This design comes from an exercise in tuning for small area, a short achievable clock period and few clock cycles on the open sky130 flow, not from production work. The RTL was checked by simulation tests, not by an equivalence proof against the original design. No activity file was given, so power comes from the tool's default toggle rates.

== job 4258 ==
==> flow/design.v (excerpt) <==
module sort_xcel (
  input  wire logic                        clk,
  input  wire logic                        reset,
  input  wire logic                        xcel_req_val_i,
  output logic                             xcel_req_rdy_o,
  input  wire logic                        xcel_req_write_i,
  input  wire logic [1:0]                  xcel_req_addr_i,
  input  wire logic [sort_pkg::DATA_W-1:0] xcel_req_data_i,
  output logic                             xcel_resp_val_o,
  input  wire logic                        xcel_resp_rdy_i,
  output logic [sort_pkg::DATA_W-1:0]      xcel_resp_data_o,
  output logic                             mem_req_val_o,
  input  wire logic                        mem_req_rdy_i,
  output logic                             mem_req_write_o,
  output logic [sort_pkg::DATA_W-1:0]      mem_req_addr_o,
  output logic [sort_pkg::DATA_W-1:0]      mem_req_data_o,
  input  wire logic                        mem_resp_val_i,
  output logic                             mem_resp_rdy_o,
  input  wire logic                        mem_resp_write_i,
  input  wire logic [sort_pkg::DATA_W-1:0] mem_resp_data_i
);
export LEC_CHECK = 0
export ABC_AREA = 1
export CAP_MARGIN = 20
export CORE_MARGIN = 2
export CORE_UTILIZATION = 55
export SETUP_SLACK_MARGIN = 4.7
export SLEW_MARGIN = 20
create_clock -name core_clock -period 9.0 [get_ports {clk}]
run.sh (not shown) runs the stock make flow with config.mk's settings and CLKGATE_MAP_FILE= SYNTH_SCRIPT=/design/flow/synth_recipe.tcl, a recipe that flattens the netlist after the stock synthesis.
Looking at the reports, job 4258 completed the entire flow and the layout it produced met the timing, DRC and antenna checks.
Testbench counts of job 4258, summed over its fixed seeds: cycles 88,745.
The inputs of job 7437 differ from those of job 4258 as listed below.
- a change of CORE_UTILIZATION from 55 to 40
## What came out
Delta (job 7437 minus job 4258): tap cell count has increased, ratio of total power to cell area has decreased, power after layout has increased, post-cts repair resize count has increased. Compared with job 4258, job 7437 shows a higher layout overhead on the synthesized area. Job 7437 packs its core more loosely than job 4258.

========
Setup of exp/willow:
Another version of the RTL of sort_xcel (not shown whole).
Size: roughly 4600 cells after synthesis, ~610 flip-flops, ~37000 um^2 of cells after synthesis.
export LEC_CHECK = 0
export ABC_AREA = 1
export CAP_MARGIN = 20
export CORE_MARGIN = 2
export CORE_UTILIZATION = 60
export SETUP_SLACK_MARGIN = 4.7
export SLEW_MARGIN = 20
create_clock -name core_clock -period 9.0 [get_ports {clk}]
Looking at the reports, exp/willow completed the entire flow and the layout it produced met the timing, DRC and antenna checks.
Testbench counts of exp/willow, summed over its fixed seeds: cycles 88,745.
Modified inputs, exp/fjord compared to exp/willow
# exp/willow
export LEC_CHECK = 0
export ABC_AREA = 1
export CAP_MARGIN = 20
export CORE_MARGIN = 2
export CORE_UTILIZATION = 60
export SETUP_SLACK_MARGIN = 4.7
export SLEW_MARGIN = 20
create_clock -name core_clock -period 9.0 [get_ports {clk}]
# exp/fjord
export LEC_CHECK = 0
export ABC_AREA = 1
export CAP_MARGIN = 20
export CORE_MARGIN = 2
export CORE_UTILIZATION = 50
export SETUP_SLACK_MARGIN = 4.9
export SLEW_MARGIN = 20
create_clock -name core_clock -period 9.0 [get_ports {clk}]
Results
Number of inverters outside the clock class in the layout delta (exp/fjord -> exp/willow): insignificant
Re worst hold slack after final layout: exp/fjord is 3.0 ps up on exp/willow.
Relative to exp/willow, slack of the worst reg-to-reg path has increased by 190 ps in exp/fjord.
Compared to exp/willow, the router laid down more metal wire for exp/fjord.
#### Input delta (exp/quartz over exp/fjord)
# exp/fjord
export LEC_CHECK = 0
export ABC_AREA = 1
export CAP_MARGIN = 20
export CORE_MARGIN = 2
export CORE_UTILIZATION = 50
export SETUP_SLACK_MARGIN = 4.9
export SLEW_MARGIN = 20
create_clock -name core_clock -period 9.0 [get_ports {clk}]
# exp/quartz
export LEC_CHECK = 0
export ABC_AREA = 1
export CAP_MARGIN = 20
export CORE_MARGIN = 2
export CORE_UTILIZATION = 45
export SETUP_SLACK_MARGIN = 4.7
export SLEW_MARGIN = 20
create_clock -name core_clock -period 9.0 [get_ports {clk}]
==> comparison <==
Summary: with exp/fjord as the reference, routed via count in exp/quartz moved down slightly. [compare] base=exp/fjord new=exp/quartz: number of DRC markers in iteration 0 -581, clock power share +1.6 points. Worst-path cell with the longest stage delay = edfxtp_1: exp/quartz; worst-path cell with the longest stage delay = dfxtp_4: exp/fjord.

========
Another version of the RTL of sort_xcel (not shown whole).
Size: roughly 610 flip-flops, ~180 I/O pins, about 38000 um2 of cells after synthesis.
Design sort_xcel, start of the top module:
module sort_xcel (
  input  wire logic                        clk,
  input  wire logic                        reset,
  input  wire logic                        xcel_req_val_i,
  output logic                             xcel_req_rdy_o,
  input  wire logic                        xcel_req_write_i,
  input  wire logic [1:0]                  xcel_req_addr_i,
  input  wire logic [sort_pkg::DATA_W-1:0] xcel_req_data_i,
  output logic                             xcel_resp_val_o,
  input  wire logic                        xcel_resp_rdy_i,
  output logic [sort_pkg::DATA_W-1:0]      xcel_resp_data_o,
  output logic                             mem_req_val_o,
  input  wire logic                        mem_req_rdy_i,
  output logic                             mem_req_write_o,
  output logic [sort_pkg::DATA_W-1:0]      mem_req_addr_o,
  output logic [sort_pkg::DATA_W-1:0]      mem_req_data_o,
  input  wire logic                        mem_resp_val_i,
  output logic                             mem_resp_rdy_o,
  input  wire logic                        mem_resp_write_i,
  input  wire logic [sort_pkg::DATA_W-1:0] mem_resp_data_i
);
export LEC_CHECK = 0
export ABC_AREA = 1
export CAP_MARGIN = 20
export CORE_MARGIN = 2
export CORE_UTILIZATION = 55
export SETUP_SLACK_MARGIN = 4.8
export SLEW_MARGIN = 20
create_clock -name core_clock -period 9.0 [get_ports {clk}]
The first run went through all stages and came out clean.
Testbench counts at the start, summed over its fixed seeds: cycles 88,179.
Change:
CORE_UTILIZATION = 50   (was 55)
The changed run went through all stages and came out clean.
Utilization is lower by 5.9 points.
Setup slack gains 23 ps.
Total power barely changes.
Synthesized area is unchanged.

========
Setup of north:
Another version of the RTL of sort_xcel (not shown whole).
Size: about 4700 cells after synthesis.
export LEC_CHECK = 0
export ABC_AREA = 1
export CAP_MARGIN = 20
export CORE_MARGIN = 2
export CORE_UTILIZATION = 45
export SETUP_SLACK_MARGIN = 4.7
export SLEW_MARGIN = 20
create_clock -name core_clock -period 9.0 [get_ports {clk}]
Testbench counts of north, summed over its fixed seeds: cycles 88,745.
Input-level comparison between south and north:
- swapping 4.7 for 4.8 in SETUP_SLACK_MARGIN
- swapping 45 for 50 in CORE_UTILIZATION
- On number of tap cells added at floorplan: between north and south, it ends up higher for north.
- north consumes less power than south.
- The pin count of the biggest net entering global routing was comparable across north and south.
- Looking only at clock share of power, and setting everything else aside, the lower value of north and south goes to south.
- Number of antenna violations at the first check in global routing for south is lower than for north.

what the ideal ports hide:
In the flow no input, the clock included, has a driving cell. The finished layouts below were timed again as built, in two steps. Step 1, drivers: a clkbuf_16 drives clk and a buf_2 each remaining input, both assumed. Step 2 times the ports against the registers' clock, not the clock port: input delays grow and output delays shrink by t, the midpoint of the rising clock arrivals with the driver on. Slacks: ideal / step 1 / step 2; pairs: ideal / step 1.
run | shift t [ns] | setup slack, ns | latest minus earliest clock arrival (ns) | slew at the worst register clock pin (ns) | worst slew at a driven data input, ns
job 4258 | 0.678 | 4.490 / 4.490 / 4.113 | 0.030 / 0.031 | 0.06 / 0.06 | 0.15
job 7437 | 0.702 | 4.399 / 4.399 / 3.988 | 0.030 / 0.030 | 0.06 / 0.06 | 0.17
exp/willow | 0.679 | 4.401 / 4.401 / 4.228 | 0.023 / 0.024 | 0.07 / 0.07 | 0.07
exp/fjord | 0.690 | 4.589 / 4.589 / 4.363 | 0.019 / 0.020 | 0.07 / 0.07 | 0.08
exp/quartz | 0.691 | 4.699 / 4.699 / 4.247 | 0.031 / 0.031 | 0.06 / 0.06 | 0.08
the first run of note 3 | 0.688 | 4.815 / 4.771 / 4.332 | 0.038 / 0.037 | 0.06 / 0.06 | 0.09
the second run of note 3 | 0.675 | 4.838 / 4.821 / 4.344 | 0.029 / 0.029 | 0.07 / 0.07 | 0.10
north | 0.689 | 4.834 / 4.816 / 4.405 | 0.031 / 0.031 | 0.07 / 0.07 | 0.08
south | 0.689 | 4.845 / 4.809 / 4.362 | 0.032 / 0.033 | 0.07 / 0.07 | 0.07
After both steps setup and hold are still met in every run listed. For the second run of note 3, which loses most, drivers alone change the setup slack by -0.017 ns; drivers and shift together by -0.494 ns.
